This design comes from an exercise in tuning for small area, a short achievable clock period and few clock cycles per item on the open sky130 flow, not from production work. The RTL was checked by simulation tests, not by an equivalence proof against the original design. Power figures rest on the tool's default switching activity, not on a simulated workload.

Setup of the previous run:
## butterfly_pipe_unit
module butterfly_pipe_unit #(
    parameter int unsigned WIDTH         = 16,
    parameter int unsigned FRACTION_BITS = 14,
    parameter int unsigned TAG_WIDTH     = 5
) (
    input  logic                 CLK,
    input  logic                 RST,
    input  logic                 in_valid,
    output logic                 in_ready,
    input  logic [WIDTH-1:0]     in_1_real,
    input  logic [WIDTH-1:0]     in_1_imag,
    input  logic [WIDTH-1:0]     in_2_real,
    input  logic [WIDTH-1:0]     in_2_imag,
    input  logic [WIDTH-1:0]     twiddle_real,
    input  logic [WIDTH-1:0]     twiddle_imag,
    input  logic [TAG_WIDTH-1:0] in_tag,
    input  logic                 mode_inverse,
    input  logic                 scale_half,
    output logic                 out_valid,
    input  logic                 out_ready,
    output logic [WIDTH-1:0]     even_real,
    output logic [WIDTH-1:0]     even_imag,
    output logic [WIDTH-1:0]     odd_real,
    output logic [WIDTH-1:0]     odd_imag,
    output logic [TAG_WIDTH-1:0] out_tag,
    output logic                 ovf_flag,
    input  logic                 ovf_clear
);
    localparam int unsigned SW = 19;                          
    localparam int unsigned RW = 4 * WIDTH + TAG_WIDTH + 1;   
    logic en_q;
    assign in_ready = en_q;
    logic [7:0] dr_one, dr_two, dr_neg, di_one, di_two, di_neg;
    always_comb begin
        for (int j = 0; j < 8; j++) begin
            logic r2, r1, r0, i2, i1, i0;
            r2 = twiddle_real[2*j+1];  r1 = twiddle_real[2*j];
            r0 = (j == 0) ? 1'b0 : twiddle_real[2*j-1];
            i2 = twiddle_imag[2*j+1];  i1 = twiddle_imag[2*j];
            i0 = (j == 0) ? 1'b0 : twiddle_imag[2*j-1];
            dr_one[j] = r1 ^ r0;
            dr_two[j] = (r2 & !r1 & !r0) | (!r2 & r1 & r0);
            dr_neg[j] = r2;
            di_one[j] = i1 ^ i0;
            di_two[j] = (i2 & !i1 & !i0) | (!i2 & i1 & i0);
            di_neg[j] = i2 ^ mode_inverse;
        end
    end
    logic                    v1_q;
    logic [WIDTH-1:0]        a1r_q, a1i_q, b1r_q, b1i_q;
    logic [7:0]              dr1_one_q, dr1_two_q, dr1_neg_q, di1_one_q, di1_two_q, di1_neg_q;
    logic                    half1_q;
    logic [TAG_WIDTH-1:0]    tag1_q;
    always_ff @(posedge CLK) begin
        if (!RST)      v1_q <= 1'b0;
  ...
==> flow/config.mk <==
export PLATFORM = sky130hd
export DESIGN_NAME = butterfly_pipe_unit
export DESIGN_NICKNAME = butterfly_pipe_unit
export VERILOG_FILES = /design/flow/design.v
export SDC_FILE = /design/flow/constraint.sdc
export NUM_CORES = 4
export LEC_CHECK = 0
export ABC_CLOCK_PERIOD_IN_PS = 3000
export CAP_MARGIN = 20
export CORE_MARGIN = 2
export CORE_UTILIZATION = 55
export PLACE_DENSITY = 0.72
export SETUP_SLACK_MARGIN = 5
export SLEW_MARGIN = 20
==> flow/constraint.sdc <==
create_clock -name core_clock -period 10.0 [get_ports {CLK}]
set_input_delay 2.0000 -clock core_clock [delete_from_list [all_inputs] [get_ports {CLK}]]
set_output_delay 2.0000 -clock core_clock [all_outputs]
set_load 0.01 [all_outputs]
standard.sh (not shown) runs the stock make flow with config.mk's settings and CLKGATE_MAP_FILE= SYNTH_SCRIPT=/design/flow/synth_recipe.tcl, a recipe that flattens the netlist after the stock synthesis.
==> flow/flow/run.sh <==
#!/bin/bash
set -e
bash standard.sh SETUP_SLACK_MARGIN=${FLOW_MARGIN:-6.65} \
  "BUFFER_PORTS_ARGS=-buffer_cell sky130_fd_sc_hd__buf_1" finish > standard.log 2>&1
The previous run closes out successfully: all stages finished, all timing, DRC and antenna checks passed.
Testbench counts of the previous run, summed over its fixed seeds: cycles 16,032, items 16,000.
> inputs changed (the previous run -> the current run)
==> flow/flow/run.sh <==
#!/bin/bash
set -e
bash standard.sh SETUP_SLACK_MARGIN=${FLOW_MARGIN:-6.5} \
  "BUFFER_PORTS_ARGS=-buffer_cell sky130_fd_sc_hd__buf_1" finish > standard.log 2>&1
==> notes.md <==
Net load switching power, the current run vs the previous run: down by a few percent. The current run: amount of wire on met2 after detailed routing is 3.6 mm lower than what the previous run reported. When the current run is set beside the previous run, its minimum clock period turns out to be 0.014 ns smaller. Taking the previous run as the reference point, the power of the current run falls by 0.83 mW.

-- static timing again, ports no longer ideal --
In the flow no input, the clock included, has a driving cell. The finished layouts below were timed again as built, in two steps. Step 1 (the two cells are an assumption about what drives the block):
set clk [get_ports {CLK}]
set_driving_cell -lib_cell sky130_fd_sc_hd__clkbuf_16 $clk
set_driving_cell -lib_cell sky130_fd_sc_hd__buf_2 [delete_from_list [all_inputs] $clk]
Step 2 also shifts input and output timing later by t, the mid clock arrival at the registers, as if the neighbouring blocks saw the same clock. Slacks: ideal / step 1 / step 2; pairs: ideal / step 1.
run	shift t [ns]	setup slack, ns	worst hold slack (ns)	clock arrival spread, ns	worst register clock-pin slew, ns
the previous run	0.693	6.506 / 6.506 / 6.149	0.418 / 0.418 / 0.418	0.041 / 0.041	0.06 / 0.06
the current run	0.708	6.520 / 6.520 / 6.075	0.418 / 0.418 / 0.418	0.020 / 0.021	0.06 / 0.06
After both steps setup and hold are still met in every run listed. For the current run, which loses most, drivers alone change the setup slack by 0.000 ns; drivers and shift together by -0.445 ns.
